This design comes from an exercise in tuning for small area, a short achievable clock period and few clock cycles per item on the open sky130 flow, not from production work. In this exercise RTL edits were held to simulation tests only and were not proved equivalent to the original. Power and IR drop assume default switching activity.

==> inputs of wip/delta <==
Design pvt_derating_factor_interpolator, start of the top module:
module pvt_derating_factor_interpolator (
  input  logic                                clk,
  input  logic                                rst_n,
  input  logic                                in_valid,
  output logic                                in_ready,
  input  logic [pdfi_pkg::VOLT_W-1:0]         in_voltage_mv,
  input  logic signed [pdfi_pkg::TEMP_W-1:0]  in_temperature_decideg,
  input  logic [pdfi_pkg::CORNER_W-1:0]       in_process_corner,
  output logic                                out_valid,
  input  logic                                out_ready,
  output logic [pdfi_pkg::FACTOR_W-1:0]       out_voltage_factor,
  output logic [pdfi_pkg::FACTOR_W-1:0]       out_temperature_factor,
  output logic [pdfi_pkg::FACTOR_W-1:0]       out_process_factor,
  output logic                                out_voltage_ok,
  output logic                                out_temperature_ok,
  output logic                                out_process_ok
);
make LEC_CHECK=0 ABC_AREA=1 CAP_MARGIN=20 CORE_MARGIN=2 CORE_UTILIZATION=40 SETUP_SLACK_MARGIN=3.4 SLEW_MARGIN=20 finish   # period 7.0 ns
run.sh (not shown) runs the stock make flow with config.mk's settings and CLKGATE_MAP_FILE= SYNTH_SCRIPT=/design/flow/synth_recipe.tcl, a recipe that flattens the netlist after the stock synthesis.
==> inputs of wip/pepper, as changes to wip/delta <==
- SETUP_SLACK_MARGIN: 3.4 -> 3.7
==> qor summary <==
	wip/pepper	wip/delta
Reg-to-reg endpoint	u_back.tck_r	u_back.tls_r[11]
Length of routed wiring on met1	18.8 mm	17.7 mm
Proportion of cell area occupied by registers	22.5%	26.2%
Count of filler cells inserted in the layout	2599	2851
Overall routed net length	44.1 mm	39.6 mm
Clock buffer count	17	18
Final cell count without fillers	2155	2015
Fraction of met2 tracks used by global routing	44.3%	40.5%
Reported sequential group power	1.19 mW	1.18 mW
Length of routed met3 wiring	3.69 mm	2.97 mm
Share of the clock period used by the worst path after layout	49.5%	51.1%
Post-Place Cell Area	13000 µm²	13000 µm²
Crit path largest cell delay	0.56 ns	0.61 ns
Clock network area share	3.42%	4.32%
RePlAce Congestion	1.03	1.03
Final HPWL DP	31.8 mm	30.8 mm
Status	finished clean	finished clean
Testbench counts of wip/delta, summed over its fixed seeds: cycles 16,016, items 16,000.
Testbench counts of wip/pepper, summed over its fixed seeds: cycles 16,016, items 16,000.

========
==> job 667 <==
Another version of the RTL of pvt_derating_factor_interpolator (not shown whole).
Design pvt_derating_factor_interpolator, start of the top module:
module pvt_derating_factor_interpolator (
  input  logic                                clk,
  input  logic                                rst_n,
  input  logic                                in_valid,
  output logic                                in_ready,
  input  logic [pdfi_pkg::VOLT_W-1:0]         in_voltage_mv,
  input  logic signed [pdfi_pkg::TEMP_W-1:0]  in_temperature_decideg,
  input  logic [pdfi_pkg::CORNER_W-1:0]       in_process_corner,
  output logic                                out_valid,
  input  logic                                out_ready,
  output logic [pdfi_pkg::FACTOR_W-1:0]       out_voltage_factor,
  output logic [pdfi_pkg::FACTOR_W-1:0]       out_temperature_factor,
  output logic [pdfi_pkg::FACTOR_W-1:0]       out_process_factor,
  output logic                                out_voltage_ok,
  output logic                                out_temperature_ok,
  ...
clock: 7.0 ns
lec_check: 0
abc_area: 1
cap_margin: 20
core_margin: 2
core_utilization: 40
cts_cluster_size: 40
setup_slack_margin: 3.4
slew_margin: 20
standard.sh (not shown) runs the stock make flow with config.mk's settings and CLKGATE_MAP_FILE= SYNTH_SCRIPT=/design/flow/synth_recipe.tcl, a recipe that flattens the netlist after the stock synthesis.
==> flow/flow/run.sh <==
#!/bin/bash
# The standard layout (the standard.sh, unchanged synthesis and steps),
# with the port buffers that ORFS's buffer_ports inserts made of the plain
# buf_1 cell instead of the delay buffer it picks by default. Every port
# still gets its own buffer. make's full output goes to standard.log here;
# each ORFS step keeps its own log under orfs/logs.
set -euo pipefail
export BUFFER_PORTS_ARGS="-buffer_cell sky130_fd_sc_hd__buf_1"
bash standard.sh > standard.log 2>&1
==> job 5917 (differences from job 667) <==
==> flow/run.sh (new file) <==
#!/bin/bash
# synth_recipe.tcl (not shown) runs the flow's synth.tcl, then flattens the netlist and writes it again
# the make line also repeats each setting of config.mk as NAME=value (left out here)
make -C /OpenROAD-flow-scripts/flow DESIGN_CONFIG=/design/flow/config.mk WORK_HOME=/design/flow/orfs CLKGATE_MAP_FILE= SYNTH_SCRIPT=/design/flow/synth_recipe.tcl finish
- CTS_CLUSTER_SIZE: 40 -> default
- SETUP_SLACK_MARGIN: 3.4 -> 3.6
removed: flow/flow/run.sh
removed: flow/standard.sh
==> summary.txt <==
Switching Share=39.15%; met3 layer wire length in the routed design=3166 microns; clock edge transition at the registers on the reported setup and hold paths=0.06 ns; cell internal pwr=2.331 mW; clock power share=22.4%; r2r setup slk=3.48 ns; Worst Setup Slack post-DPL=3.299 ns; outcome=timing/DRC/antenna clean; final worst-path cycle share=50.88%
The numbers above come from job 667.

==> summary.txt <==
outcome=timing/DRC/antenna clean; clock edge transition at the registers on the reported setup and hold paths=0.07 ns; clock power share=21.9%; cell internal pwr=2.555 mW; final worst-path cycle share=50.78%
The numbers above come from job 5917.

Testbench counts of job 667, summed over its fixed seeds: cycles 16,016, items 16,000.
Testbench counts of job 5917, summed over its fixed seeds: cycles 16,016, items 16,000.

========
==> inputs of lagoon <==
pvt_derating_factor_interpolator again, from the RTL that the note above started with.
export LEC_CHECK = 0
export ABC_AREA = 1
export CAP_MARGIN = 20
export CORE_MARGIN = 2
export CORE_UTILIZATION = 45
export SETUP_SLACK_MARGIN = 3.4
export SLEW_MARGIN = 20
create_clock -name core_clock -period 7.0 [get_ports {clk}]
==> flow/flow/run.sh <==
#!/bin/bash
# The standard layout (the standard.sh, unchanged synthesis and steps),
# with the port buffers that ORFS's buffer_ports inserts made of the plain
# buf_1 cell instead of the delay buffer it picks by default. Every port
# still gets its own buffer. make's full output goes to standard.log here;
# each ORFS step keeps its own log under orfs/logs.
set -euo pipefail
export BUFFER_PORTS_ARGS="-buffer_cell sky130_fd_sc_hd__buf_1"
bash standard.sh > standard.log 2>&1
==> xenon: changes against lagoon <==
CORE_UTILIZATION = 40   (was 45)
SETUP_SLACK_MARGIN = 3.5   (was 3.4)
==> comparison table <==
| quantity | lagoon | xenon |
|---|---|---|
| Status | timing/DRC/antenna clean | timing/DRC/antenna clean |
| Met3 WL post-DR | 2813 microns | 3218 microns |
| Combinational-cell power consumption | 0.00157 W | 0.00174 W |
| GR Util met2 | 37.78% | 34.19% |
| Length of routed met2 wiring | 14,980 microns | 15,630 microns |
| Dpl cells | 1,756 | 1,805 |
| Switching Fraction | 37.03% | 38.99% |
| Total chip power | 0.003884 W | 0.003902 W |
| M1 wire length | 17,030 microns | 17,480 microns |
| Final-layout clock-cell area share | 4.795% | 3.779% |
| Placed standard-cell area | 12,300 sq um | 12,360 sq um |
| Final layout net count | 1,654 | 1,696 |
| VDD IR-drop max | 0.1949 mV | 0.1227 mV |
| Number of well-tap cells placed | 335 | 384 |
| # rows | 59 | 62 |
| All-Layer GR Usage | 26.29% | 23.46% |
| Via count of the first global-routing pass | 9,175 | 9,483 |
| Filler Cell Count | 2,437 | 2,768 |
| Post-DR vias/cell | 5.524 | 5.428 |
| Clock insertion delay at the later pin of the skew report | 0.44 ns | 0.43 ns |
| Buffers, non-clock | 126 | 167 |
| Smallest setup slack after layout | 3.407 ns | 3.450 ns |
| NonClk Buf Share | 4.868% | 7.048% |
Testbench counts of lagoon, summed over its fixed seeds: cycles 16,016, items 16,000.
Testbench counts of xenon, summed over its fixed seeds: cycles 16,016, items 16,000.

========
==> inputs of v37 <==
Starting RTL as in the previous note.
clock: 7.0 ns
lec_check: 0
abc_area: 1
cap_margin: 20
core_margin: 2
core_utilization: 40
setup_slack_margin: 3.4
slew_margin: 20
run.sh (not shown) runs the stock make flow with config.mk's settings and CLKGATE_MAP_FILE= SYNTH_SCRIPT=/design/flow/synth_recipe.tcl, a recipe that flattens the netlist after the stock synthesis.
Stock flow here: none of the scripts above is used.
==> v16: changes against v37 <==
==> flow/flow/run.sh (new file) <==
#!/bin/bash
# The standard layout (the standard.sh, unchanged synthesis and steps),
# with the port buffers that ORFS's buffer_ports inserts made of the plain
# buf_1 cell instead of the delay buffer it picks by default. Every port
# still gets its own buffer. make's full output goes to standard.log here;
# each ORFS step keeps its own log under orfs/logs.
set -euo pipefail
export BUFFER_PORTS_ARGS="-buffer_cell sky130_fd_sc_hd__buf_1"
bash standard.sh > standard.log 2>&1
==> flow/standard.sh (new file) <==
#!/bin/bash
# synth_recipe.tcl (not shown) runs the flow's synth.tcl, then flattens the netlist and writes it again
# the make line also repeats each setting of config.mk as NAME=value (left out here)
make -C /OpenROAD-flow-scripts/flow DESIGN_CONFIG=/design/flow/config.mk WORK_HOME=/design/flow/orfs CLKGATE_MAP_FILE= SYNTH_SCRIPT=/design/flow/synth_recipe.tcl "${@:-finish}"
removed: flow/run.sh
==> comparison table <==
                                                                   v37           v16
Leakage power summed over all cells                            6.89 nW       6.67 nW
Worst-path cell with the longest stage delay                      fa_1      edfxtp_1
Global routing met1 resource utilization                         38.5%         36.3%
Worst EP required                                              7170 ps       5600 ps
# fillers                                                         2805          2811
Worst Skew                                                     14.5 ps       13.7 ps
Run status                                    timing/DRC/antenna clean  timing/DRC/antenna clean
First-pass GRT wire length                                    57900 µm      54800 µm
Met2 wire length                                              16100 µm      15300 µm
Final design instance area without fill                      14100 µm²     13800 µm²
Worst reg2reg path endpoint                            u_back.vls_r[7]  u_back.tck_r
Net load switching power                                       1.47 mW       1.50 mW
Buffers, non-clock                                                 137           140
Buffering overhead                                               8.34%         5.74%
Largest stage delay on the critical path                        630 ps        440 ps
Layout Nets                                                       1666          1669
Highest clock rate                                           0.281 GHz     0.281 GHz
Proportion of cell area occupied by multi-input gates            46.5%         48.5%
Routed Wire Length                                            37700 µm      36300 µm
Seq pwr share                                                    33.2%         34.0%
Testbench counts of v37, summed over its fixed seeds: cycles 16,016, items 16,000.
Testbench counts of v16, summed over its fixed seeds: cycles 16,016, items 16,000.

==> re-timing with driven ports <==
No port has a modelled driver above. Below, the same layouts with a new extraction and two added sets of constraints.
Step 1: set_driving_cell puts a clkbuf_16 on clk and a buf_2 on each other input, an assumption about the parent block.
Step 2 also shifts input and output timing later by t, the mid clock arrival at the registers, as if the neighbouring blocks saw the same clock.
Three values: ideal ports, drivers, drivers and shift; two values: the first two.
run | t, ns | setup slack, ns | worst setup path at the end | worst register clock-pin slew, ns | worst data-port slew with drivers (ns)
wip/delta | 0.480 | 3.423 / 3.423 / 3.423 | register to register | 0.08 / 0.08 | 0.04
wip/pepper | 0.487 | 3.536 / 3.500 / 3.536 | register to register | 0.08 / 0.08 | 0.05
job 667 | 0.468 | 3.439 / 3.393 / 3.470 | input to output | 0.07 / 0.07 | 0.04
job 5917 | 0.469 | 3.445 / 3.399 / 3.454 | input to register | 0.08 / 0.08 | 0.06
lagoon | 0.477 | 3.407 / 3.357 / 3.451 | register to register | 0.08 / 0.08 | 0.03
xenon | 0.468 | 3.450 / 3.404 / 3.529 | register to register | 0.07 / 0.07 | 0.04
v37 | 0.470 | 3.437 / 3.421 / 3.421 | input to output | 0.07 / 0.07 | 0.05
v16 | 0.468 | 3.439 / 3.393 / 3.470 | input to output | 0.07 / 0.07 | 0.04
After both steps setup and hold are still met in every run listed. The setup slack of v37, which loses most, moves by -0.016 ns with the drivers and by -0.016 ns with both steps.
